From an optimization exercise on the open Yosys and OpenROAD flow, aimed at a short achievable clock period and few clock cycles; shortcuts taken in it are not production practice.
Where RTL was checked, it was by simulation tests only, not by an equivalence proof against the original.
Only the layout flow was run in runs 1 and 2; the RTL was not checked for function there.
Power figures rest on the tool's default switching activity, not on a simulated workload.

File: config.mk
export PLATFORM = sky130hd
export DESIGN_NAME = mips_core
export DESIGN_NICKNAME = mips_core
export VERILOG_FILES = /design/flow/design.v
export SDC_FILE = /design/flow/constraint.sdc
export NUM_CORES = 4
export LEC_CHECK = 0
export ABC_CLOCK_PERIOD_IN_PS = 3000
export CAP_MARGIN = 20
export CORE_MARGIN = 2
export CORE_UTILIZATION = 40
export SETUP_SLACK_MARGIN = 5
export SLEW_MARGIN = 20
export TNS_END_PERCENT = 100
File: constraint.sdc
create_clock -name core_clock -period 10.5 [get_ports {clk}]
set_input_delay 2.1000 -clock core_clock [delete_from_list [all_inputs] [get_ports {clk}]]
set_output_delay 2.1000 -clock core_clock [all_outputs]
set_load 0.01 [all_outputs]
File: design.v
`default_nettype none
module mips_core
(
   input  logic                    clk,
   input  logic                    reset,
   input  logic [32-1:0]  mem_data,
   output logic                    mem_read,
   output logic                    mem_write,
   output logic [32-1:0]  adr,
   output logic [32-1:0]  write_data,
   output logic                    halted
);
   localparam logic [5:0] OP_R = 6'b000000, OP_J = 6'b000010, OP_BEQ = 6'b000100,
                          OP_BNE = 6'b000101, OP_ADDI = 6'b001000, OP_ORI = 6'b001101,
                          OP_LW = 6'b100011, OP_SW = 6'b101011, OP_HALT = 6'b111111;
   localparam logic [5:0] F_SUB = 6'b100010, F_AND = 6'b100100, F_OR = 6'b100101,
                          F_XOR = 6'b100110, F_NOR = 6'b100111, F_SLT = 6'b101010;
   localparam int PDW = 114;
   logic [5:0]  pc_f;
   logic        halted_r;
   logic [5:0]  adr_lo;
   logic        mem_read_r, mem_write_r;
   logic        m_cyc;
   logic        m_st;
   logic [4:0]  m_rt;
   logic [31:0] maddr;
   logic [31:0] wdata_r;
   logic           d_v, s_v;
   logic [PDW-1:0] d_pd, s_pd;
   logic        e_v;
   logic [31:0] e_a;     
   logic [31:0] e_b;     
   logic [31:0] e_bn;    
   logic [31:0] e_t;     
   logic [4:0]  e_dst;
   logic        e_we, e_ld, e_st, e_br, e_bne, e_pt, e_halt;
   logic        e_sel_add, e_sel_sub, e_sel_and, e_sel_or, e_sel_xor, e_sel_nor, e_sel_slt;
   logic [5:0]  e_pc, e_tgt;
   logic        w_we;
   logic [4:0]  w_dst;
   logic [31:0] w_res;
   logic [31:0] rf [1:31];
   logic [5:0]     f_op, f_fn;
   logic [4:0]     f_rs, f_rt, f_rd;
   logic [31:1]    f_rs_oh, f_rt_oh;
   logic           f_isr, f_pt, f_logic;
   logic [PDW-1:0] f_pd;
   assign f_op  = mem_data[31:26];
   assign f_rs  = mem_data[25:21];
   assign f_rt  = mem_data[20:16];
   assign f_rd  = mem_data[15:11];
   assign f_fn  = mem_data[5:0];
   assign f_isr = (f_op == OP_R);
   assign f_pt  = (f_op == OP_J)
                | ((f_op == OP_BEQ) & (f_rs == f_rt))
                | ((f_op == OP_BNE) & (f_rs != f_rt));
   assign f_logic = f_isr & ((f_fn == F_AND) | (f_fn == F_OR) | (f_fn == F_XOR)
                             | (f_fn == F_NOR) | (f_fn == F_SLT));
   always_comb
   begin
      for (int i = 1; i < 32; i++)
      begin
         f_rs_oh[i] = (f_rs == 5'(i));
         f_rt_oh[i] = (f_rt == 5'(i));
      end
   end
   assign f_pd = {
      f_pt,
      pc_f,
      f_rs_oh,
      f_rt_oh,
      f_rs,
      f_rt,
      f_isr ? f_rd : f_rt,    
      f_isr,
      (f_isr & (f_rd != 5'd0))
        | (((f_op == OP_ADDI) | (f_op == OP_ORI)) & (f_rt != 5'd0)),
      f_op == OP_LW,
      f_op == OP_SW,
      (f_op == OP_BEQ) | (f_op == OP_BNE),
      f_op == OP_BNE,
      f_op == OP_HALT,
      ~f_logic & ~(f_isr & (f_fn == F_SUB)) & (f_op != OP_ORI),
      f_isr & (f_fn == F_SUB),
      f_isr & (f_fn == F_AND),
      (f_isr & (f_fn == F_OR)) | (f_op == OP_ORI),
      f_isr & (f_fn == F_XOR),
      f_isr & (f_fn == F_NOR),
      f_isr & (f_fn == F_SLT),
      mem_data[15:0]
   };
   logic        d_pt, d_isr, d_we, d_ld, d_st, d_br, d_bne, d_halt;
   logic        d_sel_add, d_sel_sub, d_sel_and, d_sel_or, d_sel_xor, d_sel_nor, d_sel_slt;
   logic [5:0]  d_pc, s_pc;
   logic [31:1] d_rs_oh, d_rt_oh;
   logic [4:0]  d_rs, d_rt, d_dst;
   logic [15:0] d_imm;
   assign {d_pt, d_pc, d_rs_oh, d_rt_oh, d_rs, d_rt, d_dst, d_isr, d_we, d_ld, d_st,
           d_br, d_bne, d_halt, d_sel_add, d_sel_sub, d_sel_and, d_sel_or, d_sel_xor,
           d_sel_nor, d_sel_slt, d_imm} = d_pd;
   assign s_pc = s_pd[PDW-2:PDW-7];
   logic [31:0] sum_add, sum_sub, lres, lslt, res;
   logic        slt, eq, taken, mispred, e_go, go_m;
   assign sum_add = e_a + e_b;
   assign sum_sub = e_a + e_bn + 32'd1;
   assign slt     = (e_a[31] ^ e_t[31]) ? e_a[31] : sum_sub[31];
   assign lres    = ({32{e_sel_and}} & (e_a & e_b))
                  | ({32{e_sel_or}}  & (e_a | e_b))
                  | ({32{e_sel_xor}} & (e_a ^ e_b))
                  | ({32{e_sel_nor}} & ~(e_a | e_b));
   assign lslt    = lres | {31'b0, e_sel_slt & slt};
   assign res     = ({32{e_sel_add}} & sum_add) | ({32{e_sel_sub}} & sum_sub) | lslt;
   assign eq      = (e_a == e_t);
   assign taken   = e_bne ? ~eq : eq;
   assign e_go    = e_v;    
   assign mispred = e_go & e_br & (taken ^ e_pt);
   assign go_m    = e_go & (e_ld | e_st);
   logic [31:0] rf_a, rf_t, o_a, o_t, o_b, d_av, d_tv, d_bv;
   logic        f_a, f_t, f_b;
   logic        ld_now;
   always_comb
   begin
      rf_a = '0;
      rf_t = '0;
      for (int i = 1; i < 32; i++)
      begin
         rf_a = rf_a | ({32{d_rs_oh[i]}} & rf[i]);
         rf_t = rf_t | ({32{d_rt_oh[i]}} & rf[i]);
      end
   end
   assign ld_now = m_cyc & ~m_st & (m_rt != 5'd0);
   assign o_a = (ld_now & (m_rt == d_rs)) ? mem_data
              : (w_we & (w_dst == d_rs))  ? w_res : rf_a;
   assign o_t = (ld_now & (m_rt == d_rt)) ? mem_data
              : (w_we & (w_dst == d_rt))  ? w_res : rf_t;
   assign o_b = d_isr ? o_t : {16'b0, d_imm};
   assign f_a = e_v & e_we & (e_dst == d_rs);
   assign f_t = e_v & e_we & (e_dst == d_rt);
   assign f_b = f_t & d_isr;
   assign d_av = ({32{f_a & e_sel_add}} & sum_add) | ({32{f_a & e_sel_sub}} & sum_sub)
               | ({32{f_a}} & lslt) | ({32{~f_a}} & o_a);
   assign d_tv = ({32{f_t & e_sel_add}} & sum_add) | ({32{f_t & e_sel_sub}} & sum_sub)
               | ({32{f_t}} & lslt) | ({32{~f_t}} & o_t);
   assign d_bv = ({32{f_b & e_sel_add}} & sum_add) | ({32{f_b & e_sel_sub}} & sum_sub)
               | ({32{f_b}} & lslt) | ({32{~f_b}} & o_b);
   logic st_hit_d, st_hit_s;
   assign st_hit_d = m_st & d_v & (maddr[5:0] == d_pc);
   assign st_hit_s = m_st & s_v & (maddr[5:0] == s_pc);
   logic halt_now, kill;
   assign halt_now = (e_go & e_halt) | (m_cyc & d_v & d_halt & ~st_hit_d);
   assign kill     = halt_now | halted_r;
   logic d_to_e;
   assign d_to_e = m_cyc ? (d_v & ~st_hit_d) : (d_v & ~mispred & ~go_m);
   logic [5:0] pc_n;
   always_comb
   begin
      if (m_cyc)
         pc_n = st_hit_d ? d_pc : st_hit_s ? s_pc : pc_f;
      else if (mispred)
         pc_n = taken ? e_tgt : e_pc + 6'd1;
      else if (f_pt)
         pc_n = mem_data[5:0];
      else
         pc_n = pc_f + 6'd1;
   end
   always_ff @(posedge clk)
   begin
      if (reset)
      begin
         pc_f        <= '0;
         adr_lo      <= '0;
         mem_read_r  <= 1'b1;
         mem_write_r <= 1'b0;
         halted_r    <= 1'b0;
         m_cyc       <= 1'b0;
         m_st        <= 1'b0;
         d_v         <= 1'b0;
         s_v         <= 1'b0;
         e_v         <= 1'b0;
         w_we        <= 1'b0;
      end
      else
      begin
         pc_f        <= pc_n;
         adr_lo      <= go_m ? sum_add[5:0] : pc_n;
         mem_write_r <= go_m & e_st;
         mem_read_r  <= ~(go_m & e_st) & ~kill;
         halted_r    <= kill;
         m_cyc       <= go_m;
         m_st        <= go_m & e_st;
         e_v         <= d_to_e & ~kill;
         w_we        <= (e_go & e_we) | ld_now;
         if (m_cyc)
         begin
            d_v <= s_v & ~st_hit_d & ~st_hit_s & ~kill;
            s_v <= 1'b0;
         end
         else if (go_m)
         begin
            s_v <= ~kill;
         end
         else
         begin
            d_v <= ~mispred & ~kill;
         end
      end
   end
   always_ff @(posedge clk)
   begin
      if (m_cyc)
         d_pd <= s_pd;
      else if (~go_m)
         d_pd <= f_pd;
      if (go_m)
         s_pd <= f_pd;
   end
   always_ff @(posedge clk)
   begin
      maddr     <= sum_add;
      wdata_r   <= e_t;
      m_rt      <= e_dst;
      e_a       <= d_av;
      e_t       <= d_tv;
      e_b       <= d_bv;
      e_bn      <= ~d_tv;
      e_dst     <= d_dst;
      e_we      <= d_we;
      e_ld      <= d_ld;
      e_st      <= d_st;
      e_br      <= d_br;
      e_bne     <= d_bne;
      e_pt      <= d_pt;
      e_halt    <= d_halt;
      e_pc      <= d_pc;
      e_tgt     <= d_imm[5:0];
      e_sel_add <= d_sel_add;
      e_sel_sub <= d_sel_sub;
      e_sel_and <= d_sel_and;
      e_sel_or  <= d_sel_or;
      e_sel_xor <= d_sel_xor;
      e_sel_nor <= d_sel_nor;
      e_sel_slt <= d_sel_slt;
      w_dst     <= m_cyc ? m_rt : e_dst;
      w_res     <= m_cyc ? mem_data : res;
   end
   always_ff @(posedge clk)
   begin
      if (w_we)
         rf[w_dst] <= w_res;
   end
   assign mem_write  = mem_write_r;
   assign mem_read   = mem_read_r;
   assign adr        = {maddr[31:6], adr_lo};
   assign write_data = wdata_r;
   assign halted     = halted_r;
endmodule
`default_nettype wire
File: flow/run.sh
#!/bin/bash
# Standard ORFS layout with a larger setup repair margin: the repair keeps
# working past the design's period so the achieved period is as short as it can make it.
set -euo pipefail
bash standard.sh SETUP_SLACK_MARGIN=7 finish > standard_flow.log 2>&1
File: standard.sh
#!/bin/bash
# synth_recipe.tcl (not shown) runs the flow's synth.tcl, then flattens the netlist and writes it again
# the make line also repeats each setting of config.mk as NAME=value (left out here)
make -C /OpenROAD-flow-scripts/flow DESIGN_CONFIG=/design/flow/config.mk WORK_HOME=/design/flow/orfs CLKGATE_MAP_FILE= SYNTH_SCRIPT=/design/flow/synth_recipe.tcl "${@:-finish}"
==> flow_metrics.env, run 1 <==
export IMPL_first_iter_violations=11700
export IMPL_end_kind="flop"
export IMPL_cts_buffer_depth=3
export IMPL_clock_latency_ns=0.85
export IMPL_grtUsageMet3_pct=15.6
export IMPL_worstMarginPinSlew_ns=1.22
export IMPL_cap_violations=0
export IMPL_dieHeight_um=409
export IMPL_largest_reg_flops=992
export IMPL_startpoint="d_pd[49]$_DFFE_PP_"
export IMPL_cp_cell_sequence="buf_4, buf_4, a22o_1, a221oi_1, nand4_1, nor3_1, nor3_1, a21oi_1, o21ai_0, mux2_2"
export IMPL_worstSetupPathType="reg -> reg"
export IMPL_fin_setup_tns_ns=0
export IMPL_layout_commonest_cell="edfxtp_1"
export IMPL_r2r_start="d_pd[49]$_DFFE_PP_"
export IMPL_required_ns=11.22
export IMPL_setup_viol=0
export IMPL_ioPinCount=101
export IMPL_slew_viol_final=0
export IMPL_max_vdd_ir_drop_v=0.000167
export IMPL_stdcell_area_um2=75400
export IMPL_cpPeakStageDelay_ns=0.83
export IMPL_async_flop_share_pct=0
export IMPL_synth_seq_cells=1505
export IMPL_grt_met1_usage_pct=41.3
export IMPL_postRouteAntennaNets=0
export IMPL_die_w_um=409
export IMPL_p_per_area_nw_per_um2=227
export IMPL_top_regs="rf (992), d_pd (114), s_pd (114)"
export IMPL_cp_start_kind="flop"
export IMPL_wl_per_cell_um=39.9
export IMPL_final_cell_mix="edfxtp_1, a221oi_1, a22o_1"
export IMPL_synth_edff_count=1220
export IMPL_hold_viol=0
export IMPL_syn_area_per_cell_um2=13.4
export IMPL_first_pass_iters=14
export IMPL_hp_class="reg -> reg"
export IMPL_ys_flop_type="edfxtp_1"
export IMPL_syn2layout_area_growth_pct=14.8
export IMPL_root_buffer="clkbuf_16"
export IMPL_top_usage_layer="met2"
export IMPL_syn_nets=5053
export IMPL_cts_buffers_inserted=154
export IMPL_met2_usage_pct=47.1
export IMPL_path_buf_inv=2
export IMPL_crit_path_max_fanout=26
export IMPL_fin_util_pct=46.3
export IMPL_clk_pin_slew_ns=0.06
export IMPL_crit_arrival_ns=4.40
export IMPL_rows=148
export IMPL_rsz0062_at_grt="yes"
export IMPL_initial_core_util_pct=40.3
export IMPL_gp_congestion=0.945
export IMPL_antenna_found_initial=11
export IMPL_period_minus_slack_ns=3.68
export IMPL_syn_inst=4920
export IMPL_cpMaxStageDelayCell="nor3_1"
export IMPL_crit_family="simple AND/OR/NAND/NOR gates"
export IMPL_cts_tree="built"
export IMPL_drc=0
export IMPL_grt_pass1_vias=48800
export IMPL_post_route_period_util_pct=35.0
export IMPL_routed_wl_um=292000
export IMPL_slew_headroom_pct=18.0
export IMPL_largest_register="rf"
export IMPL_grt_max_degree=102
export IMPL_p_leak_nw=25.5
export IMPL_dpl_hpwl_um=162000
export IMPL_port_buffers=100
export IMPL_grt_pass1_wl_um=393000
export IMPL_skew_ns=0.0533
export IMPL_hold_buffers=0
export IMPL_overflow=0
export IMPL_viasPerCell=7.24
export IMPL_drive_gt1_share_pct=15.1
export IMPL_synth_yosys_seq_area_share_pct=64.4
export IMPL_fp_dieArea_um2=168000
export IMPL_coreArea_um2=163000
export IMPL_track_usage_pct=33.5
export IMPL_synth_area_um2=65700
export IMPL_nets=5130
export IMPL_vias=53000
export IMPL_clkSinkCount=1505
export IMPL_synth_cell_types=95
export IMPL_status="no timing/DRC/antenna violations"
export IMPL_placed_area_um2=69500
export IMPL_cts_htree_levels=4
export IMPL_min_delay_start="d_pd[26]$_DFFE_PP_"
export IMPL_fmax_mhz=272
export IMPL_ys_warn_count=1
[cells in the mapped netlist, types with 10 or more instances]
cell type     n  area [um2]
edfxtp_1   1220       36600
a221oi_1    375        3280
a22o_1      356        3120
clkbuf_1    316        1190
dfxtp_1     285        5710
nand2_1     239         897
nor2_1      233         875
a22oi_1     209        1570
nand4_1     152         951
a21oi_1     135         676
inv_1       106         398
nor3_1      103         515
ha_1         97        1210
mux2_2       93        1050
o21ai_0      83         415
a211oi_1     78         586
o31ai_1      76         571
nand3_1      73         365
xor2_1       73         639
a222oi_1     64         641
xnor2_1      58         508
a21o_1       37         278
mux2i_1      36         360
buf_1        27         101
buf_4        26         195
a31oi_1      23         144
nand2b_1     22         138
nand3b_1     21         158
o21a_1       21         158
nor4_1       18         113
buf_2        15        75.1
o211ai_1     15         113
o22ai_1      15        93.8
and3_1       13        81.3
o21bai_1     13        97.6
and2_1       12        75.1
a211o_1      11        96.3
or3_1        11        68.8
a41oi_1      10        87.6
[worst register-to-register path, cell delays in order (launching register included)]
cell and delay [ns]:
edfxtp_1 0.35, buf_4 0.22, buf_4 0.42, a22o_1 0.34, a221oi_1 0.28, nand4_1 0.18
nor3_1 0.83, nor3_1 0.24, a21oi_1 0.18, o21ai_0 0.20, mux2_2 0.34
[kinds of logic (layout without fill, tap and decap cells)]
logic type	Yosys count	in the layout	share of synthesized area (%)
buffers and inverters	493	703	2.99
other	0	13	0
AO/OA/AOI/OAI	1612	1612	19.6
flip-flops	1505	1505	64.4
XOR/XNOR	132	132	1.78
multiplexers	131	131	2.19
AND/OR/NAND/NOR	948	948	7.13
adder cells (fa/ha/maj)	99	99	1.91
[power breakdown]
group	leakage (nW)	internal, W	switching, W
clock	2.52	0.00325	0.00246
combinational	9.29	0.00114	0.00216
sequential	13.7	0.00734	0.000777
[cell type report]
| type | count | area, um2 |
|---|---|---|
| flip-flops and latches | 1505 | 42400 |
| diodes | 13 | 32.5 |
| multi-input cells | 2922 | 22200 |
| clock inverters | 91 | 995 |
| fillers | 14300 | 87500 |
| repair buffers | 305 | 2430 |
| well taps | 2175 | 2720 |
| clock buffers | 198 | 4210 |
| inverters | 109 | 418 |
[per-layer routing]
metal / routed length (um) / share of wire, % / vias up
li1: - / - / 20300
met2: 119000 / 41 / 5528
met4: 23500 / 8.1 / 20
met3: 49800 / 17 / 1530
met1: 99000 / 34 / 25700
met5: 557 / 0.19 / -
[through the flow]
| stage | hold slack [ns] | cells | worst slack (ns) | power, W |
|---|---|---|---|---|
| floorplan | 0.323 | 4920 | 6.56 | 0.00971 |
| global placement | 0.326 | 6979 | 5.28 | 0.0112 |
| detailed placement | 0.328 | 6979 | 5.22 | 0.0112 |
| CTS | 0.341 | 7290 | 6.95 | 0.0168 |
| global route | 0.340 | 7312 | 6.93 | 0.0175 |
| finish | 0.341 | 7318 | 6.82 | 0.0171 |
[what timing repair did]
item,in CTS,in global routing
setup endpoints to repair,153,112
gates resized for setup,281,91
gates cloned,0,0
buffers inserted,22,15
pin swaps,13,14
[final timing paths]
check | cells after the start | to | slack, ns
setup / recovery | 10 | e_b[3]$_DFF_P_ | 6.82
setup reg to reg | 10 | e_b[3]$_DFF_P_ | 6.82
hold reg to reg | 0 | e_st$_DFF_P_ | 0.34
hold / removal | 0 | e_st$_DFF_P_ | 0.34
==> run 2: changes to the inputs <==
--- a/design.v
+++ b/design.v
@@ -1,3 +1,36 @@
+`default_nettype none
+module mips_add32
+(
+   input  logic [31:0] a,
+   input  logic [31:0] b,
+   input  logic        cin,
+   output logic [31:0] s
+);
+   logic [31:0] x;
+   logic [31:0] g [0:5];
+   logic [31:0] p [0:5];
+   assign x    = a ^ b;
+   assign g[0] = (a & b) | {31'b0, x[0] & cin};
+   assign p[0] = x;
+   for (genvar k = 1; k <= 5; k++)
+   begin : g_lvl
+      for (genvar i = 0; i < 32; i++)
+      begin : g_bit
+         if (i >= (1 << (k - 1)))
+         begin : g_op
+            assign g[k][i] = g[k-1][i] | (p[k-1][i] & g[k-1][i - (1 << (k - 1))]);
+            assign p[k][i] = p[k-1][i] & p[k-1][i - (1 << (k - 1))];
+         end
+         else
+         begin : g_pass
+            assign g[k][i] = g[k-1][i];
+            assign p[k][i] = p[k-1][i];
+         end
+      end
+   end
+   assign s = x ^ {g[5][30:0], cin};
+endmodule
+`default_nettype wire
 `default_nettype none
 module mips_core
 (
@@ -101,8 +134,8 @@
    assign s_pc = s_pd[PDW-2:PDW-7];
    logic [31:0] sum_add, sum_sub, lres, lslt, res;
    logic        slt, eq, taken, mispred, e_go, go_m;
-   assign sum_add = e_a + e_b;
-   assign sum_sub = e_a + e_bn + 32'd1;
+   mips_add32 add_u (.a(e_a), .b(e_b),  .cin(1'b0), .s(sum_add));
+   mips_add32 sub_u (.a(e_a), .b(e_bn), .cin(1'b1), .s(sum_sub));
    assign slt     = (e_a[31] ^ e_t[31]) ? e_a[31] : sum_sub[31];
    assign lres    = ({32{e_sel_and}} & (e_a & e_b))
                   | ({32{e_sel_or}}  & (e_a | e_b))
==> run 2 against run 1 <==
Combinational power increased by 6.4%. Critical path type unchanged. Cell count about the same. Global-route usage increased by 0.82 points. Wire length increased by 2.1%. Non-clock buffer count increased by 12. Clock power decreased by 3%.
==> flow_metrics.env, run 2 <==
export IMPL_min_delay_start="d_pd[21]$_DFFE_PP_"
export IMPL_crit_arrival_ns=4.36
export IMPL_status="no timing/DRC/antenna violations"
export IMPL_slew_viol_final=0
export IMPL_viasPerCell=7.29
export IMPL_die_w_um=409
export IMPL_grt_pass1_vias=49200
export IMPL_rsz0062_at_grt="yes"
export IMPL_area_sequential_um2=42400
export IMPL_setup_viol=0
export IMPL_p_per_area_nw_per_um2=226
export IMPL_hold_viol=0
export IMPL_coreArea_um2=163000
export IMPL_skew_ns=0.0430
export IMPL_cts_htree_levels=4
export IMPL_synth_top_area_share_pct=55.8
export IMPL_ys_flop_type="edfxtp_1"
export IMPL_async_flop_share_pct=0
export IMPL_cts_buffers_inserted=152
export IMPL_required_ns=11.21
export IMPL_vias=53300
export IMPL_synth_edff_count=1220
export IMPL_synth_seq_cells=1505
export IMPL_first_pass_iters=13
export IMPL_track_usage_pct=34.3
export IMPL_cp_start_kind="flop"
export IMPL_reg2regPathDepth=8
export IMPL_highest_layer="met5"
export IMPL_route_met2_wl_um=123000
export IMPL_clkSinkCount=1505
export IMPL_ys_warn_count=4
export IMPL_gp_congestion=0.978
export IMPL_wl_per_cell_um=40.7
export IMPL_clk_pin_slew_ns=0.06
export IMPL_syn_nets=5033
export IMPL_rows=148
export IMPL_pre_cts_slack_ns=5.26
export IMPL_fin_setup_tns_ns=0
export IMPL_synth_cell_types=96
export IMPL_synth_top_area_cell="edfxtp_1"
export IMPL_drive_gt1_share_pct=15.1
export IMPL_multi_input_area_um2=22200
export IMPL_cap_violations=0
export IMPL_hold_depth=0
export IMPL_top_regs="rf (992), d_pd (114), s_pd (114)"
export IMPL_drc=0
export IMPL_largest_register="rf"
export IMPL_synth_area_top_cells="edfxtp_1, dfxtp_1, a221oi_1, a22o_1, a22oi_1"
export IMPL_synth_yosys_seq_area_share_pct=64.5
export IMPL_fp_dieArea_um2=167000
export IMPL_hp_class="reg -> reg"
export IMPL_ioPinCount=101
export IMPL_end_kind="flop"
export IMPL_fillers=14200
export IMPL_syn2layout_area_growth_pct=14.8
export IMPL_largest_reg_flops=992
export IMPL_synth_common_cells="edfxtp_1, a221oi_1, a22o_1, clkbuf_1, dfxtp_1"
export IMPL_grt_max_degree=119
export IMPL_overflow=0
export IMPL_clock_latency_ns=0.83
export IMPL_antenna_found_initial=19
export IMPL_dieHeight_um=409
export IMPL_routed_wl_um=298000
export IMPL_nets=5128
export IMPL_final_cell_mix="edfxtp_1, a221oi_1, a22o_1"
export IMPL_r2r_end="e_a[2]$_DFF_P_"
export IMPL_hold_buffers=0
export IMPL_fmax_mhz=274
export IMPL_syn_area_per_cell_um2=13.4
export IMPL_r2r_start="d_pd[77]$_DFFE_PP_"
export IMPL_post_route_period_util_pct=34.7
export IMPL_whs_endpoint="e_sel_sub$_DFF_P_"
export IMPL_period_minus_slack_ns=3.65
export IMPL_crit_path_max_fanout=25
export IMPL_synth_most_common_cell="edfxtp_1"
export IMPL_layout_setup_ws_ns=6.85
export IMPL_root_buffer="clkbuf_16"
export IMPL_layout_commonest_cell="edfxtp_1"
export IMPL_initial_core_util_pct=40.3
export IMPL_p_leak_nw=25.4
export IMPL_grt_pass1_wl_um=401000
export IMPL_drt_met1_wl_um=100000
export IMPL_slew_headroom_pct=19.3
export IMPL_postRouteAntennaNets=0
export IMPL_port_buffers=100
export IMPL_dpl_hpwl_um=171000
export IMPL_cts_buffer_depth=3
export IMPL_wl_met3_um=50700
export IMPL_worstSetupPathType="reg -> reg"
export IMPL_worstMarginPinSlew_ns=1.21
export IMPL_cts_tree="built"
export IMPL_max_vdd_ir_drop_v=0.000176
export IMPL_syn_inst=4900
export IMPL_synth_area_um2=65600
export IMPL_first_iter_violations=12200
export IMPL_r2r_slack_ns=6.85
-- run 2: cell families after synthesis --
| group | synth area share [%] |
|---|---|
| AOI/OAI and AO/OA | 19.0 |
| DFF | 64.5 |
| and+or+nand+nor | 7.11 |
| buffers and inverters | 3.08 |
| muxes | 2.60 |
| xor gates and xnor gates | 1.77 |
| adders and majority gates | 1.91 |
-- run 2: power by group --
group          internal [W]  switching [W]
combinational       0.00113        0.00238
sequential          0.00734       0.000641
clock               0.00312        0.00242
total                0.0116        0.00544
-- run 2: metrics by stage --
step                      total power, W  std cells  util, %  cell area, um2  hold slack (ns)
after floorplan                  0.00971       4900        -           65800            0.323
after global placement            0.0113       6984     42.8           69600            0.325
after detailed placement          0.0113       6985     42.8           69600            0.327
after CTS                         0.0167       7281     46.0           74800            0.341
after global routing              0.0174       7300     46.3           75300            0.347
final                             0.0170       7312     46.3           75400            0.338
-- run 2: worst max path at each step --
| stage | depth (start not counted) | end | startpoint |
|---|---|---|---|
| 2_1_floorplan | 4 | d_pd[0]$_DFFE_PP_ | e_v$_SDFF_PP0_ |
| 3_3_place_gp | 9 | adr_lo[3]$_SDFF_PP0_ | mem_data[18] |
| 3_5_place_dp | 10 | adr_lo[3]$_SDFF_PP0_ | mem_data[24] |
| 4_1_cts | 10 | w_res[24]$_DFF_P_ | e_a[5]$_DFF_P_ |
| 5_1_grt | 11 | adr_lo[3]$_SDFF_PP0_ | mem_data[25] |
| 6_report | 8 | e_a[2]$_DFF_P_ | d_pd[77]$_DFFE_PP_ |
-- run 2: final cells by class --
cell class | instances | area share [%]
inverters | 123 | 0.621
clock buffers | 197 | 5.52
repair buffers | 317 | 3.49
clock inverters | 83 | 1.06
flip-flops and latches | 1505 | 56.2
multi-input cells | 2896 | 29.4
well taps | 2175 | 3.61
diodes | 16 | 0.0531
-- run 2: critical path, cell delays in order (launching register included) --
cell and delay [ns]:
edfxtp_1 0.92, buf_4 0.74, a22o_1 0.25, a221oi_1 0.05, nand4_1 0.19, nor3_1 0.14
a211oi_1 0.92, a21oi_1 0.12, o21ai_0 0.20
-- run 2: metal layers --
metal  GRT usage (%)  vias to the layer above
li1                -                    20200
met1            41.8                    25800
met2            48.8                     5696
met3            16.0                     1568
met4            21.4                       24
met5           0.920                        -
-- run 2: timing repair --
item	4_1_cts	5_1_grt
setup endpoints to repair	173	162
resized for setup	260	101
pin swaps	12	20
cloned	0	2
setup buffers	16	11
==> run 3: changes to the inputs <==
--- a/design.v
+++ b/design.v
@@ -182,6 +182,15 @@
    logic halt_now, kill;
    assign halt_now = (e_go & e_halt) | (m_cyc & d_v & d_halt & ~st_hit_d);
    assign kill     = halt_now | halted_r;
+   logic [31:0] z_b;
+   logic        z_cin, z_zero, z_case, z_taken, mispred_d;
+   assign z_b    = e_sel_sub ? e_bn : e_b;
+   assign z_cin  = e_sel_sub;
+   assign z_zero = ((e_a ^ z_b) == {(e_a[30:0] | z_b[30:0]), z_cin});
+   assign z_case = d_v & d_br & (e_sel_add | e_sel_sub)
+                 & (((d_rt == 5'd0) & f_a) | ((d_rs == 5'd0) & f_t));
+   assign z_taken   = d_bne ? ~z_zero : z_zero;
+   assign mispred_d = z_case & (z_taken ^ d_pt) & ~mispred & ~m_cyc;
    logic d_to_e;
    assign d_to_e = m_cyc ? (d_v & ~st_hit_d) : (d_v & ~mispred & ~go_m);
    logic [5:0] pc_n;
@@ -191,6 +200,8 @@
          pc_n = st_hit_d ? d_pc : st_hit_s ? s_pc : pc_f;
       else if (mispred)
          pc_n = taken ? e_tgt : e_pc + 6'd1;
+      else if (mispred_d)
+         pc_n = z_taken ? d_imm[5:0] : d_pc + 6'd1;
       else if (f_pt)
          pc_n = mem_data[5:0];
       else
@@ -234,7 +245,7 @@
          end
          else
          begin
-            d_v <= ~mispred & ~kill;
+            d_v <= ~mispred & ~mispred_d & ~kill;
          end
       end
    end
@@ -262,7 +273,7 @@
       e_st      <= d_st;
       e_br      <= d_br;
       e_bne     <= d_bne;
-      e_pt      <= d_pt;
+      e_pt      <= d_pt ^ mispred_d;    
       e_halt    <= d_halt;
       e_pc      <= d_pc;
       e_tgt     <= d_imm[5:0];
==> run 3 against run 2 <==
Still clean. Core utilization grew 0.052 points. Combinational power grew 6.8%. Global-route usage shrank 0.23 points. Clock-buffer cell count grew 9. Sequential share of layout area shrank 1.4 points. Critical path type unchanged. Largest power group unchanged. Highest routed layer unchanged.
==> flow_metrics.env, run 3 <==
export IMPL_dpl_hpwl_um=171000
export IMPL_synth_area_top_cells="edfxtp_1, dfxtp_1, a221oi_1, a22o_1, ha_1"
export IMPL_synth_compound_area_share_pct=19.1
export IMPL_synth_top_area_share_pct=54.6
export IMPL_synth_top_area_cell="edfxtp_1"
export IMPL_status="no timing/DRC/antenna violations"
export IMPL_synth_area_um2=67100
export IMPL_vias=54400
export IMPL_swShare_pct=32.1
export IMPL_synth_cell_types=97
export IMPL_first_iter_violations=12000
export IMPL_synth_yosys_seq_area_share_pct=63.1
export IMPL_placed_area_um2=71000
export IMPL_gp_congestion=0.987
export IMPL_power_frac_comb_pct=21.4
export IMPL_synth_most_common_cell="edfxtp_1"
export IMPL_die_w_um=413
export IMPL_ys_warn_count=4
export IMPL_async_flop_share_pct=0
export IMPL_largest_register="rf"
export IMPL_skew_ns=0.0499
export IMPL_period_minus_slack_ns=3.71
export IMPL_stdcell_area_um2=77300
export IMPL_ioPinCount=101
export IMPL_rsz0062_at_grt="yes"
export IMPL_drc=0
export IMPL_cpMaxStageDelayCell="a211oi_1"
export IMPL_required_ns=11.22
export IMPL_synthXorXnorAreaFrac_pct=2.20
export IMPL_cp_start_kind="flop"
export IMPL_crit_arrival_ns=4.43
export IMPL_synth_seq_cells=1505
export IMPL_synth_edff_count=1220
export IMPL_rows=150
export IMPL_syn_area_per_cell_um2=13.3
export IMPL_port_buffers=100
export IMPL_slew_headroom_pct=19.2
export IMPL_grt_pass1_wl_um=405000
export IMPL_syn2layout_area_growth_pct=15.3
export IMPL_largest_reg_flops=992
export IMPL_syn_inst=5061
export IMPL_route_met2_wl_um=125000
export IMPL_slew_viol_final=0
export IMPL_wl_met3_um=49100
export IMPL_hold_viol=0
export IMPL_clk_pin_slew_ns=0.06
export IMPL_top_regs="rf (992), d_pd (114), s_pd (114)"
export IMPL_cts_htree_levels=4
export IMPL_syn_nets=5226
export IMPL_cpPeakStageDelay_ns=0.98
export IMPL_routed_wl_um=301000
export IMPL_clkPwrFrac_pct=32.9
export IMPL_synth_adder_area_share_pct=2.47
export IMPL_clkSinkCount=1505
export IMPL_ys_flop_type="edfxtp_1"
export IMPL_cp_cell_sequence="buf_4, a22o_1, a221oi_1, nand4_1, nor3_1, a211oi_1, a211oi_1, a31oi_1"
export IMPL_wl_per_cell_um=40.1
export IMPL_grt_pass1_vias=49900
export IMPL_grt_max_degree=119
export IMPL_coreArea_um2=167000
export IMPL_cts_buffers_inserted=156
export IMPL_fmax_mhz=270
export IMPL_nets=5327
export IMPL_end_kind="flop"
export IMPL_final_cell_mix="edfxtp_1, a221oi_1, a22o_1"
export IMPL_p_leak_nw=26.2
export IMPL_dieHeight_um=413
export IMPL_max_vdd_ir_drop_v=0.000142
export IMPL_drt_met1_wl_um=103000
export IMPL_initial_core_util_pct=40.2
export IMPL_viasPerCell=7.25
export IMPL_seq_power_share_pct=45.8
export IMPL_worstMarginPinSlew_ns=1.21
export IMPL_worstSetupPathType="reg -> reg"
export IMPL_crit_top_cell="a211oi_1"
export IMPL_crit_path_max_fanout=25
export IMPL_fin_setup_tns_ns=0
export IMPL_fp_dieArea_um2=171000
export IMPL_cap_violations=0
export IMPL_synth_area_mux_share_pct=2.87
export IMPL_synth_common_cells="edfxtp_1, a221oi_1, a22o_1, clkbuf_1, dfxtp_1"
export IMPL_setup_viol=0
export IMPL_p_int_w=0.0119
export IMPL_first_pass_iters=11
export IMPL_layout_commonest_cell="edfxtp_1"
export IMPL_hp_class="reg -> reg"
export IMPL_clock_latency_ns=0.83
export IMPL_post_route_period_util_pct=35.3
export IMPL_switching_power_w=0.00564
export IMPL_overflow=0
export IMPL_cts_buffer_depth=3
export IMPL_drive_gt1_share_pct=15.0
export IMPL_postRouteAntennaNets=0
export IMPL_synth_top_family_by_area="compound AO/OA/AOI/OAI gates"
export IMPL_highest_layer="met5"
export IMPL_path_buf_inv=1
export IMPL_cts_tree="built"
export IMPL_antenna_found_initial=11
export IMPL_track_usage_pct=34.1
export IMPL_yosys_area_share_simple_pct=7.20
export IMPL_p_per_area_nw_per_um2=227
export IMPL_crit_family="compound AO/OA/AOI/OAI gates"
export IMPL_fillers=14700
export IMPL_root_buffer="clkbuf_16"
[run 3: cells by family (layout without fill, tap and decap cells)]
kind of cell / count (synthesis) / count (layout)
mux: 180 / 180
buf+inv: 509 / 735
other cells: 0 / 12
fa+ha+maj: 131 / 131
compound gates: 1592 / 1592
xor+xnor: 165 / 165
simple gates: 979 / 979
flops: 1505 / 1505
[run 3: final timing paths]
| check | slack (ns) | cells after the start | from | end |
|---|---|---|---|---|
| worst max-delay path | 6.79 | 8 | d_pd[88]$_DFFE_PP_ | e_a[17]$_DFF_P_ |
| worst min-delay path | 0.34 | 0 | d_pd[19]$_DFFE_PP_ | e_sel_or$_DFF_P_ |
| worst max register to register | 6.79 | 8 | d_pd[88]$_DFFE_PP_ | e_a[17]$_DFF_P_ |
| worst min register to register | 0.34 | 0 | d_pd[19]$_DFFE_PP_ | e_sel_or$_DFF_P_ |
[run 3: final cells by class]
cell class / instances / area, um2 / area share [%]
antenna: 12 / 30.0 / 0.0388
clock inverter: 77 / 937 / 1.21
timing repair buffer: 329 / 2820 / 3.64
tap: 2204 / 2760 / 3.57
clock buffer: 206 / 4300 / 5.56
sequential: 1505 / 42400 / 54.8
multi-input combinational: 3047 / 23600 / 30.6
inverter: 123 / 465 / 0.602
[run 3: through the flow]
step | instances | util, % | total power [W] | setup slack (ns) | hold WS, ns
6_report | 7503 | 46.3 | 0.0176 | 6.79 | 0.337
5_1_grt | 7494 | 46.3 | 0.0180 | 6.97 | 0.342
4_1_cts | 7456 | 45.9 | 0.0172 | 6.91 | 0.342
3_5_place_dp | 7155 | 42.5 | 0.0116 | 5.63 | 0.327
3_3_place_gp | 7155 | 42.5 | 0.0115 | 5.63 | 0.326
2_1_floorplan | 5061 | - | 0.00995 | 4.89 | 0.323
[run 3: worst reg2reg max path, delay by kind of cell, from the launching register on]
family | cells | cell delay [ns]
AND/OR/NAND/NOR | 2 | 0.22
buffers and inverters | 1 | 0.74
flip-flops | 1 | 0.87
AO/OA/AOI/OAI | 5 | 1.79
[run 3: metal layers]
metal,global-route usage [%],vias up
li1,-,20800
met2,48.8,5631
met1,42.1,26400
met4,21.3,14
met3,14.5,1567
met5,0.141,-
[run 3: power groups by stage]
stage          Combinational [W]  Clock, W  Sequential (W)
6_report                 0.00375   0.00577         0.00804
5_1_grt                  0.00390   0.00600         0.00806
4_1_cts                  0.00348   0.00576         0.00799
3_5_place_dp             0.00345         0         0.00811
3_3_place_gp             0.00344         0         0.00810
2_1_floorplan            0.00206         0         0.00789
[run 3: repair_timing]
item / CTS / global route
cloned: 1 / 2
setup buffers: 17 / 33
pin swaps: 2 / 8
endpoints found under the setup margin: 155 / 97
hold buffers: 0 / 0
resized for setup: 217 / 103
Testbench counts of run 3, summed over its fixed seeds: cycles 9,341.
==> run 4: changes to the inputs <==
--- a/design.v
+++ b/design.v
@@ -148,8 +148,7 @@
    assign e_go    = e_v;    
    assign mispred = e_go & e_br & (taken ^ e_pt);
    assign go_m    = e_go & (e_ld | e_st);
-   logic [31:0] rf_a, rf_t, o_a, o_t, o_b, d_av, d_tv, d_bv;
-   logic        f_a, f_t, f_b;
+   logic [31:0] rf_a, rf_t, d_av, d_tv, d_bv;
    logic        ld_now;
    always_comb
    begin
@@ -162,20 +161,33 @@
       end
    end
    assign ld_now = m_cyc & ~m_st & (m_rt != 5'd0);
-   assign o_a = (ld_now & (m_rt == d_rs)) ? mem_data
-              : (w_we & (w_dst == d_rs))  ? w_res : rf_a;
-   assign o_t = (ld_now & (m_rt == d_rt)) ? mem_data
-              : (w_we & (w_dst == d_rt))  ? w_res : rf_t;
-   assign o_b = d_isr ? o_t : {16'b0, d_imm};
+   logic f_a, f_t, f_b;              
+   logic l_a, l_t, l_b;              
+   logic w_a, w_t, w_b;              
+   logic r_a, r_t, r_b;              
+   logic i_b;                        
    assign f_a = e_v & e_we & (e_dst == d_rs);
    assign f_t = e_v & e_we & (e_dst == d_rt);
-   assign f_b = f_t & d_isr;
+   assign l_a = ~f_a & ld_now & (m_rt == d_rs);
+   assign l_t = ~f_t & ld_now & (m_rt == d_rt);
+   assign w_a = ~f_a & ~l_a & w_we & (w_dst == d_rs);
+   assign w_t = ~f_t & ~l_t & w_we & (w_dst == d_rt);
+   assign r_a = ~f_a & ~l_a & ~w_a;
+   assign r_t = ~f_t & ~l_t & ~w_t;
+   assign f_b = d_isr & f_t;
+   assign l_b = d_isr & l_t;
+   assign w_b = d_isr & w_t;
+   assign r_b = d_isr & r_t;
+   assign i_b = ~d_isr;
    assign d_av = ({32{f_a & e_sel_add}} & sum_add) | ({32{f_a & e_sel_sub}} & sum_sub)
-               | ({32{f_a}} & lslt) | ({32{~f_a}} & o_a);
+               | ({32{f_a}} & lslt) | ({32{l_a}} & mem_data) | ({32{w_a}} & w_res)
+               | ({32{r_a}} & rf_a);
    assign d_tv = ({32{f_t & e_sel_add}} & sum_add) | ({32{f_t & e_sel_sub}} & sum_sub)
-               | ({32{f_t}} & lslt) | ({32{~f_t}} & o_t);
+               | ({32{f_t}} & lslt) | ({32{l_t}} & mem_data) | ({32{w_t}} & w_res)
+               | ({32{r_t}} & rf_t);
    assign d_bv = ({32{f_b & e_sel_add}} & sum_add) | ({32{f_b & e_sel_sub}} & sum_sub)
-               | ({32{f_b}} & lslt) | ({32{~f_b}} & o_b);
+               | ({32{f_b}} & lslt) | ({32{l_b}} & mem_data) | ({32{w_b}} & w_res)
+               | ({32{r_b}} & rf_t) | ({32{i_b}} & {16'b0, d_imm});
    logic st_hit_d, st_hit_s;
    assign st_hit_d = m_st & d_v & (maddr[5:0] == d_pc);
    assign st_hit_s = m_st & s_v & (maddr[5:0] == s_pc);
==> run 4 against run 3 <==
Core utilization is 0.072 points lower. Critical path depth is 1 higher. Global-route usage fell by 0.22 points. Register-to-register slack worse by 0.14 ns. Combinational power down 4%. Setup slack worse by 0.14 ns. Via count rose by 0.73%. Synthesized cell count grew 2.0%. Fmax fell by 3.6%. Non-clock buffer count is 2 lower. Wire length is 0.38% higher.
==> flow_metrics.env, run 4 <==
export IMPL_max_vdd_ir_drop_v=0.000189
export IMPL_synth_common_cells="edfxtp_1, a221oi_1, a22o_1, clkbuf_1, dfxtp_1"
export IMPL_fin_hold_ws_ns=0.342
export IMPL_track_usage_pct=33.8
export IMPL_crit_arrival_ns=4.52
export IMPL_power_frac_comb_pct=20.8
export IMPL_viasPerCell=7.21
export IMPL_cts_tree="built"
export IMPL_hold_buffers=0
export IMPL_final_cell_mix="edfxtp_1, a221oi_1, a22o_1"
export IMPL_syn2layout_area_growth_pct=14.9
export IMPL_rows=150
export IMPL_synth_top_area_cell="edfxtp_1"
export IMPL_first_pass_iters=12
export IMPL_syn_area_per_cell_um2=13.0
export IMPL_ys_warn_count=4
export IMPL_synth_area_um2=67200
export IMPL_top_regs="rf (992), d_pd (114), s_pd (114)"
export IMPL_path_buf_inv=1
export IMPL_synth_cell_types=93
export IMPL_largest_register="rf"
export IMPL_p_leak_nw=26.1
export IMPL_cp_cell_sequence="buf_4, a22o_1, a221oi_1, nand3_1, or4_1, mux2i_1, o21ai_0, nand2_1, o21ai_0"
export IMPL_hold_viol=0
export IMPL_ys_flop_type="edfxtp_1"
export IMPL_synth_top_area_share_pct=54.5
export IMPL_clkPwrFrac_pct=32.5
export IMPL_cts_buffer_depth=3
export IMPL_overflow=0
export IMPL_routed_wl_um=302000
export IMPL_fp_dieArea_um2=171000
export IMPL_die_w_um=414
export IMPL_hp_class="reg -> reg"
export IMPL_synth_most_common_cell="edfxtp_1"
export IMPL_root_buffer="clkbuf_16"
export IMPL_total_power_w=0.0173
export IMPL_crit_top_cell="o21ai_0"
export IMPL_synth_edff_count=1220
export IMPL_setup_viol=0
export IMPL_async_flop_share_pct=0
export IMPL_gp_congestion=1.01
export IMPL_p_int_w=0.0117
export IMPL_antenna_found_initial=11
export IMPL_r2r_slack_ns=6.65
export IMPL_syn_nets=5327
export IMPL_grt_max_degree=99
export IMPL_min_delay_start="d_pd[22]$_DFFE_PP_"
export IMPL_nets=5425
export IMPL_clk_pin_slew_ns=0.06
export IMPL_seq_power_share_pct=46.7
export IMPL_wl_per_cell_um=39.8
export IMPL_required_ns=11.17
export IMPL_skew_ns=0.0415
export IMPL_swShare_pct=32.4
export IMPL_worstMarginPinSlew_ns=1.22
export IMPL_clock_latency_ns=0.82
export IMPL_slew_viol_final=0
export IMPL_vias=54800
export IMPL_r2r_end="e_a[0]$_DFF_P_"
export IMPL_whs_endpoint="e_sel_add$_DFF_P_"
export IMPL_pre_cts_slack_ns=5.54
export IMPL_post_route_period_util_pct=36.6
export IMPL_synth_area_top_cells="edfxtp_1, dfxtp_1, a221oi_1, a22o_1, a22oi_1"
export IMPL_coreArea_um2=167000
export IMPL_cts_buffers_inserted=155
export IMPL_fin_setup_tns_ns=0
export IMPL_rsz0062_at_grt="yes"
export IMPL_period_minus_slack_ns=3.85
export IMPL_synth_seq_cells=1505
export IMPL_grt_pass1_wl_um=408000
export IMPL_cap_violations=0
export IMPL_worstSetupPathType="reg -> reg"
export IMPL_cp_start_kind="flop"
export IMPL_postRouteAntennaNets=0
export IMPL_dpl_hpwl_um=174000
export IMPL_end_kind="flop"
export IMPL_grt_pass1_vias=50100
export IMPL_initial_core_util_pct=40.3
export IMPL_drc=0
export IMPL_hold_depth=0
export IMPL_layout_setup_ws_ns=6.65
export IMPL_port_buffers=100
export IMPL_first_iter_violations=13100
export IMPL_layout_commonest_cell="edfxtp_1"
export IMPL_slew_headroom_pct=18.6
export IMPL_synth_yosys_seq_area_share_pct=63.0
export IMPL_reg2regPathDepth=9
export IMPL_crit_family="multiplexers"
export IMPL_syn_inst=5162
export IMPL_r2r_start="d_pd[100]$_DFFE_PP_"
export IMPL_fmax_mhz=260
export IMPL_status="no timing/DRC/antenna violations"
export IMPL_clkSinkCount=1505
export IMPL_largest_reg_flops=992
export IMPL_dieHeight_um=414
export IMPL_p_per_area_nw_per_um2=223
export IMPL_cts_htree_levels=4
export IMPL_cpPeakStageDelay_ns=0.89
export IMPL_ioPinCount=101
export IMPL_cpMaxStageDelayCell="mux2i_1"
export IMPL_switching_power_w=0.00559
export IMPL_crit_path_max_fanout=23
export IMPL_drive_gt1_share_pct=14.3
[run 4: routing by layer]
metal  wire length [um]  share of wire, %  track usage, %  vias to the layer above
li1                   -                 -               -                    21100
met1             105000                35            42.0                    26600
met2             123000                41            47.8                     5484
met3              50000                17            15.2                     1528
met4              24400               8.1            21.0                       12
met5                331              0.11            1.33                        -
[run 4: worst reg2reg max path: stages (launching register included)]
cell and delay [ns]:
edfxtp_1 0.78, buf_4 0.53, a22o_1 0.31, a221oi_1 0.21, nand3_1 0.12, or4_1 0.50
mux2i_1 0.89, o21ai_0 0.17, nand2_1 0.12, o21ai_0 0.08
[run 4: kinds of logic after synthesis]
logic type	share of synthesized area, %
buffers and inverters	3.01
AOI/OAI and AO/OA	18.8
xor gates and xnor gates	2.17
and+or+nand+nor	7.86
adders and majority gates	2.46
muxes	2.72
DFF	63.0
[run 4: layout make-up]
| class | instances | area, um2 |
|---|---|---|
| sequential | 1505 | 42400 |
| clock inverter | 94 | 921 |
| antenna | 8 | 20.0 |
| fill | 14900 | 89700 |
| inverter | 120 | 458 |
| clock buffer | 191 | 4130 |
| multi-input combinational | 3151 | 23800 |
| tap | 2204 | 2760 |
| timing repair buffer | 327 | 2810 |
[run 4: how the worst max path moves through the flow]
| stage | start | to | slack (ns) | depth (start not counted) |
|---|---|---|---|---|
| finish | d_pd[100]$_DFFE_PP_ | e_a[0]$_DFF_P_ | 6.65 | 9 |
| global route | d_pd[100]$_DFFE_PP_ | e_a[0]$_DFF_P_ | 6.84 | 9 |
| CTS | e_sel_sub$_DFF_P_ | adr_lo[5]$_SDFF_PP0_ | 6.99 | 12 |
| detailed placement | mem_data[28] | adr_lo[2]$_SDFF_PP0_ | 5.54 | 9 |
| global placement | mem_data[28] | adr_lo[2]$_SDFF_PP0_ | 5.52 | 9 |
| floorplan | mem_data[29] | d_pd[22]$_DFFE_PP_ | 6.57 | 7 |
[run 4: what timing repair did]
item,4_1_cts,5_1_grt
buffers inserted,21,15
hold endpoints to repair,0,0
pin swaps,11,22
endpoints found under the setup margin,218,158
cloned,1,1
gates resized for setup,258,100
[run 4: power groups by stage]
stage	combinational [W]	clock [W]	sequential [W]
2_1_floorplan	0.00196	0	0.00789
3_3_place_gp	0.00330	0	0.00811
3_5_place_dp	0.00332	0	0.00813
4_1_cts	0.00334	0.00560	0.00800
5_1_grt	0.00372	0.00583	0.00807
6_report	0.00359	0.00561	0.00806
[run 4: metrics by stage]
| step | area [um2] | cells | utilization (%) |
|---|---|---|---|
| CTS | 76700 | 7575 | 45.9 |
| global route | 77300 | 7592 | 46.3 |
| global placement | 71200 | 7268 | 42.6 |
| detailed placement | 71200 | 7268 | 42.7 |
| floorplan | 67400 | 5162 | - |
| finish | 77300 | 7600 | 46.3 |
Testbench counts of run 4, summed over its fixed seeds: cycles 9,341.
==> run 5: changes to the inputs <==
==> flow/run.sh (replaced) <==
#!/bin/bash
# Standard ORFS layout, with the setup repair aiming past the design's period
# (so the achieved period is as short as the repair can make it) and free to
# resize cells to other footprints.
set -euo pipefail
bash standard.sh SETUP_SLACK_MARGIN=7 MATCH_CELL_FOOTPRINT=0 finish > standard_flow.log 2>&1
--- a/config.mk
+++ b/config.mk
@@ -6,9 +6,9 @@
 export NUM_CORES = 4
 export LEC_CHECK = 0
 export ABC_CLOCK_PERIOD_IN_PS = 3000
-export CAP_MARGIN = 20
+export CAP_MARGIN = 40
 export CORE_MARGIN = 2
 export CORE_UTILIZATION = 40
 export SETUP_SLACK_MARGIN = 5
-export SLEW_MARGIN = 20
+export SLEW_MARGIN = 60
 export TNS_END_PERCENT = 100
==> run 5 against run 4 <==
Critical path type unchanged. First-iteration DRC count fell by 0.57%. Wire length decreased by 0.55%. Highest routed layer unchanged. Still clean on timing, DRC and antenna. Hold slack got worse by 0.041 ns. Sequential power is essentially flat.
==> flow_metrics.env, run 5 <==
export IMPL_fmax_mhz=287
export IMPL_cp_cell_sequence="ha_1, fa_1, a21o_1, a221oi_4, a211o_4, a21oi_2, a21oi_2, mux2i_2, or3_4, mux2_2"
export IMPL_first_pass_iters=10
export IMPL_rsz0062_at_grt="yes"
export IMPL_power_frac_comb_pct=20.9
export IMPL_viasPerCell=7.25
export IMPL_grt_pass1_vias=50900
export IMPL_cpPeakStageDelay_ns=0.46
export IMPL_setup_viol=0
export IMPL_crit_arrival_ns=4.14
export IMPL_worstMarginPinSlew_ns=0.688
export IMPL_cts_buffers_inserted=152
export IMPL_async_flop_share_pct=0
export IMPL_slew_viol_final=0
export IMPL_cpMaxStageDelayCell="fa_1"
export IMPL_fp_dieArea_um2=171000
export IMPL_syn_area_per_cell_um2=13.0
export IMPL_cts_buffer_depth=3
export IMPL_skew_ns=0.0537
export IMPL_vias=55400
export IMPL_worstSetupPathType="reg -> reg"
export IMPL_clkSinkCount=1505
export IMPL_status="no timing/DRC/antenna violations"
export IMPL_crit_path_max_fanout=6
export IMPL_synth_most_common_cell="edfxtp_1"
export IMPL_crit_family="compound AO/OA/AOI/OAI gates"
export IMPL_total_power_w=0.0175
export IMPL_swShare_pct=32.1
export IMPL_synth_seq_cells=1505
export IMPL_ioPinCount=101
export IMPL_synth_edff_count=1220
export IMPL_end_kind="flop"
export IMPL_period_minus_slack_ns=3.48
export IMPL_area_sequential_um2=42400
export IMPL_fillers=14600
export IMPL_largest_register="rf"
export IMPL_synth_cell_types=93
export IMPL_port_buffers=100
export IMPL_grt_max_degree=91
export IMPL_layout_commonest_cell="edfxtp_1"
export IMPL_dieHeight_um=414
export IMPL_wl_per_cell_um=39.3
export IMPL_rows=150
export IMPL_final_cell_mix="edfxtp_1, a221oi_1, a22o_1"
export IMPL_max_vdd_ir_drop_v=0.000156
export IMPL_fin_hold_ws_ns=0.301
export IMPL_crit_top_cell="a21oi_2"
export IMPL_hp_class="reg -> reg"
export IMPL_syn2layout_area_growth_pct=17.3
export IMPL_cts_tree="built"
export IMPL_clock_latency_ns=0.84
export IMPL_cap_violations=0
export IMPL_synth_yosys_seq_area_share_pct=63.0
export IMPL_first_iter_violations=13000
export IMPL_synth_top_area_cell="edfxtp_1"
export IMPL_drive_gt1_share_pct=15.8
export IMPL_p_int_w=0.0119
export IMPL_synth_common_cells="edfxtp_1, a221oi_1, a22o_1, clkbuf_1, dfxtp_1"
export IMPL_ys_flop_type="edfxtp_1"
export IMPL_initial_core_util_pct=40.3
export IMPL_grt_pass1_wl_um=406000
export IMPL_largest_reg_flops=992
export IMPL_coreArea_um2=167000
export IMPL_synth_area_um2=67200
export IMPL_cp_start_kind="flop"
export IMPL_nets=5465
export IMPL_multi_input_area_um2=24100
export IMPL_track_usage_pct=33.5
export IMPL_clk_pin_slew_ns=0.06
export IMPL_switching_power_w=0.00563
export IMPL_routed_wl_um=300000
export IMPL_postRouteAntennaNets=0
export IMPL_ys_warn_count=4
export IMPL_cts_htree_levels=4
export IMPL_hold_viol=0
export IMPL_root_buffer="clkbuf_16"
export IMPL_syn_inst=5162
export IMPL_drc=0
export IMPL_synth_top_area_share_pct=54.5
export IMPL_syn_nets=5327
export IMPL_antenna_found_initial=19
export IMPL_dpl_hpwl_um=176000
export IMPL_gp_congestion=0.968
export IMPL_overflow=0
export IMPL_die_w_um=414
export IMPL_fin_setup_tns_ns=0
export IMPL_path_buf_inv=0
export IMPL_required_ns=11.16
export IMPL_p_per_area_nw_per_um2=222
export IMPL_top_regs="rf (992), d_pd (114), s_pd (114)"
export IMPL_slew_headroom_pct=54.1
export IMPL_clkPwrFrac_pct=33.0
export IMPL_p_leak_nw=27.3
export IMPL_post_route_period_util_pct=33.2
export IMPL_seq_power_share_pct=46.1
export IMPL_synth_area_top_cells="edfxtp_1, dfxtp_1, a221oi_1, a22o_1, a22oi_1"
-- run 5: kinds of logic after synthesis --
family | count (synthesis) | share of synthesized area [%]
adder cells (fa/ha/maj) | 131 | 2.46
buffers and inverters | 506 | 3.01
flip-flops | 1505 | 63.0
XOR/XNOR | 163 | 2.17
multiplexers | 172 | 2.72
AND/OR/NAND/NOR | 1070 | 7.86
AO/OA/AOI/OAI | 1615 | 18.8
-- run 5: final timing paths --
path / start / end / slack [ns] / cells after the start
min: d_pd[32]$_DFFE_PP_ / e_dst[2]$_DFF_P_ / 0.30 / 0
min reg2reg: d_pd[32]$_DFFE_PP_ / e_dst[2]$_DFF_P_ / 0.30 / 0
max reg2reg: e_b[0]$_DFF_P_ / w_res[22]$_DFF_P_ / 7.02 / 10
max: e_b[0]$_DFF_P_ / w_res[22]$_DFF_P_ / 7.02 / 10
-- run 5: metrics by stage --
step | util (%) | cell area, um2 | std cells | worst slack, ns
final | 47.2 | 78900 | 7646 | 7.02
after global routing | 47.2 | 78900 | 7631 | 6.96
after CTS | 46.7 | 78000 | 7599 | 7.00
after detailed placement | 43.3 | 72300 | 7301 | 5.85
after global placement | 42.7 | 71200 | 7267 | 5.40
after floorplan | - | 67400 | 5162 | 6.60
-- run 5: per-layer routing --
layer,part of all wire [%],global-route usage [%],vias up,wire [um]
li1,-,-,21200,-
met1,34,41.6,26900,103000
met2,41,47.8,5743,124000
met3,17,14.7,1567,49800
met4,7.8,20.4,18,23500
met5,0.060,0.111,-,179
-- run 5: area by class of cell --
type | instances | area share (%)
multi-input combinational | 3151 | 30.5
tap | 2204 | 3.50
sequential | 1505 | 53.8
inverter | 120 | 0.580
clock inverter | 94 | 1.51
timing repair buffer | 370 | 4.95
antenna | 16 | 0.0508
clock buffer | 186 | 5.11
-- run 5: power by group through the flow --
stage               Combinational (W)  Sequential (W)  Clock, W
floorplan                     0.00196         0.00789         0
global placement              0.00327         0.00813         0
detailed placement            0.00338         0.00815         0
CTS                           0.00341         0.00802   0.00577
global route                  0.00380         0.00811   0.00601
finish                        0.00366         0.00809   0.00579
-- run 5: what timing repair did --
item / CTS / global route
pin swaps: 9 / 22
cloned: 0 / 2
hold buffers: 0 / 0
buffers inserted: 18 / 15
resized for setup: 119 / 45
setup endpoints to repair: 105 / 48
==> run 6: changes to the inputs <==
==> flow/run.sh (replaced) <==
#!/bin/bash
# Standard ORFS layout, with the setup repair aiming past the design's period
# (so the achieved period is as short as the repair can make it) and free to
# resize cells to other footprints.
set -euo pipefail
bash standard.sh SETUP_SLACK_MARGIN=7.5 MATCH_CELL_FOOTPRINT=0 finish > standard_flow.log 2>&1
==> run 6 against run 5 <==
Sequential cell count unchanged. Fmax increased by 2.1%. Register-to-register slack improved by 0.07 ns. Final area increased by 2.4%. Synthesized cell count unchanged. Still clean. Cell count increased by 0.90%. Critical path type unchanged. Die area unchanged. Core utilization increased by 1.1 points. Clock power decreased by 2%. Via count increased by 0.52%.
==> flow_metrics.env, run 6 <==
export IMPL_status="no timing/DRC/antenna violations"
export IMPL_setup_viol=0
export IMPL_syn_area_per_cell_um2=13.0
export IMPL_die_w_um=414
export IMPL_synth_top_area_share_pct=54.5
export IMPL_syn2layout_area_growth_pct=20.1
export IMPL_nets=5538
export IMPL_synth_top_area_cell="edfxtp_1"
export IMPL_syn_nets=5327
export IMPL_syn_inst=5162
export IMPL_top_regs="rf (992), d_pd (114), s_pd (114)"
export IMPL_synth_most_common_cell="edfxtp_1"
export IMPL_synth_area_um2=67200
export IMPL_fin_hold_ws_ns=0.337
export IMPL_crit_arrival_ns=4.08
export IMPL_viasPerCell=7.22
export IMPL_slew_headroom_pct=48.7
export IMPL_clk_pin_slew_ns=0.06
export IMPL_antenna_found_initial=14
export IMPL_worstMarginPinSlew_ns=0.770
export IMPL_p_per_area_nw_per_um2=222
export IMPL_post_route_period_util_pct=32.5
export IMPL_clkSinkCount=1505
export IMPL_p_leak_nw=27.3
export IMPL_startpoint="e_sel_sub$_DFF_P_"
export IMPL_drive_gt1_share_pct=22.1
export IMPL_end_kind="flop"
export IMPL_swShare_pct=32.5
export IMPL_synth_cell_types=93
export IMPL_synth_edff_count=1220
export IMPL_ioPinCount=101
export IMPL_wl_per_cell_um=39.6
export IMPL_crit_path_max_fanout=6
export IMPL_root_buffer="clkbuf_16"
export IMPL_required_ns=11.17
export IMPL_skew_ns=0.0507
export IMPL_final_cell_mix="edfxtp_1, a221oi_1, a22o_1"
export IMPL_worstSetupPathType="reg -> reg"
export IMPL_rows=150
export IMPL_cts_buffer_depth=3
export IMPL_synth_yosys_seq_area_share_pct=63.0
export IMPL_clock_latency_ns=0.83
export IMPL_grt_pass1_wl_um=410000
export IMPL_dpl_hpwl_um=174000
export IMPL_cpPeakStageDelay_ns=0.40
export IMPL_fmax_mhz=293
export IMPL_first_pass_iters=12
export IMPL_cp_start_kind="flop"
export IMPL_slew_viol_final=0
export IMPL_async_flop_share_pct=0
export IMPL_cts_htree_levels=4
export IMPL_fp_dieArea_um2=171000
export IMPL_max_vdd_ir_drop_v=0.000159
export IMPL_gp_congestion=0.965
export IMPL_total_power_w=0.0179
export IMPL_clkPwrFrac_pct=31.6
export IMPL_seq_power_share_pct=45.1
export IMPL_period_minus_slack_ns=3.41
export IMPL_path_buf_inv=3
export IMPL_port_buffers=100
export IMPL_ys_warn_count=4
export IMPL_switching_power_w=0.00582
export IMPL_initial_core_util_pct=40.3
export IMPL_drc=0
export IMPL_p_int_w=0.0121
export IMPL_crit_family="compound AO/OA/AOI/OAI gates"
export IMPL_layout_commonest_cell="edfxtp_1"
export IMPL_cts_tree="built"
export IMPL_cp_cell_sequence="buf_8, clkbuf_16, mux2i_1, ha_1, xnor2_1, nor4_1, nand4_1, buf_6, o31a_1, nor2_4, a311oi_1, o211ai_1, a41oi_1"
export IMPL_synth_area_top_cells="edfxtp_1, dfxtp_1, a221oi_1, a22o_1, a22oi_1"
export IMPL_postRouteAntennaNets=0
export IMPL_coreArea_um2=167000
export IMPL_cap_violations=0
export IMPL_synth_seq_cells=1505
export IMPL_overflow=0
export IMPL_vias=55700
export IMPL_largest_reg_flops=992
export IMPL_fin_setup_tns_ns=0
export IMPL_first_iter_violations=12700
export IMPL_grt_max_degree=83
export IMPL_rsz0062_at_grt="yes"
export IMPL_power_frac_comb_pct=23.3
export IMPL_hp_class="reg -> reg"
export IMPL_track_usage_pct=33.9
export IMPL_routed_wl_um=305000
export IMPL_ys_flop_type="edfxtp_1"
export IMPL_min_delay_start="d_pd[27]$_DFFE_PP_"
export IMPL_dieHeight_um=414
export IMPL_largest_register="rf"
export IMPL_cpMaxStageDelayCell="dfxtp_4"
export IMPL_r2r_start="e_sel_sub$_DFF_P_"
export IMPL_cts_buffers_inserted=156
export IMPL_grt_pass1_vias=51000
export IMPL_synth_common_cells="edfxtp_1, a221oi_1, a22o_1, clkbuf_1, dfxtp_1"
export IMPL_hold_viol=0
export IMPL_hold_buffers=0
-- run 6: kinds of logic after synthesis --
kind of cell	share of synthesized area, %
xor+xnor	2.17
mux	2.72
flops	63.0
fa+ha+maj	2.46
compound gates	18.8
simple gates	7.86
buf+inv	3.01
-- run 6: final cells by class --
type | count | area [um2]
fill | 14400 | 86300
sequential | 1505 | 42600
multi-input combinational | 3151 | 25400
timing repair buffer | 439 | 4430
clock buffer | 210 | 4380
tap | 2204 | 2760
clock inverter | 77 | 726
inverter | 120 | 465
antenna | 9 | 22.5
-- run 6: worst paths after layout --
check	endpoint	slack, ns	cells past startpoint
min	e_ld$_DFF_P_	0.34	0
max	adr_lo[5]$_SDFF_PP0_	7.09	13
max reg2reg	adr_lo[5]$_SDFF_PP0_	7.09	13
min reg2reg	e_ld$_DFF_P_	0.34	0
-- run 6: power groups by stage --
stage | Combinational [W] | Sequential [W] | Clock [W]
2_1_floorplan | 0.00197 | 0.00789 | 0
5_1_grt | 0.00432 | 0.00808 | 0.00587
3_5_place_dp | 0.00343 | 0.00811 | 0
3_3_place_gp | 0.00332 | 0.00809 | 0
4_1_cts | 0.00359 | 0.00800 | 0.00565
6_report | 0.00417 | 0.00807 | 0.00566
-- run 6: per-layer routing --
layer / global-route usage, % / vias up / wire [um]
met5: 0.861 / - / 465
met4: 20.7 / 30 / 24300
met3: 15.4 / 1604 / 50600
met2: 48.2 / 5697 / 124000
met1: 42.0 / 27000 / 105000
li1: - / 21300 / -
-- run 6: timing repair --
item | 4_1_cts | 5_1_grt
endpoints found under the hold margin | 0 | 0
pin swaps | 80 | 101
setup buffers | 60 | 43
gates resized for setup | 522 | 283
setup endpoints to repair | 257 | 197
gates cloned | 2 | 1
-- run 6: through the flow --
step | std cells | cell area (um2) | setup slack (ns) | utilization (%)
floorplan | 5162 | 67600 | 6.60 | -
global placement | 7263 | 71200 | 5.35 | 42.6
detailed placement | 7303 | 72300 | 5.71 | 43.3
CTS | 7652 | 78700 | 7.08 | 47.1
global route | 7706 | 80700 | 7.03 | 48.3
finish | 7715 | 80800 | 7.09 | 48.3

-- what the ideal ports hide --
The results above use ideal ports. As a check the final layouts listed here were re-extracted and re-timed, cells and wires unchanged. Step 1 sets driving cells, clkbuf_16 on the clock port and buf_2 on the other inputs (assumed; they add their load-dependent delay and slew). Step 2 moves the port delays by t, midway between the first and last clock arrival at a register: inputs arrive t later, outputs are due t later. That takes back most of the time a late clock gives input paths. Three values: ideal ports, drivers, drivers and shift; two values: the first two.
run	t (ns)	setup WS [ns]	hold WS [ns]	worst setup path after step 2
run 1	0.901	6.820 / 6.820 / 6.216	0.341 / 0.341 / 0.341	input to register
run 2	0.893	6.854 / 6.854 / 6.134	0.338 / 0.338 / 0.338	input to register
run 3	0.887	6.791 / 6.791 / 6.213	0.337 / 0.337 / 0.337	input to register
run 4	0.881	6.654 / 6.654 / 6.223	0.342 / 0.342 / 0.342	input to register
run 5	0.889	7.019 / 6.965 / 6.264	0.301 / 0.301 / 0.301	input to register
run 6	0.889	7.089 / 7.038 / 6.262	0.337 / 0.337 / 0.337	input to register
After both steps every run listed still meets setup and hold. The setup slack of run 6, which loses most, moves by -0.051 ns with the drivers and by -0.827 ns with both steps.
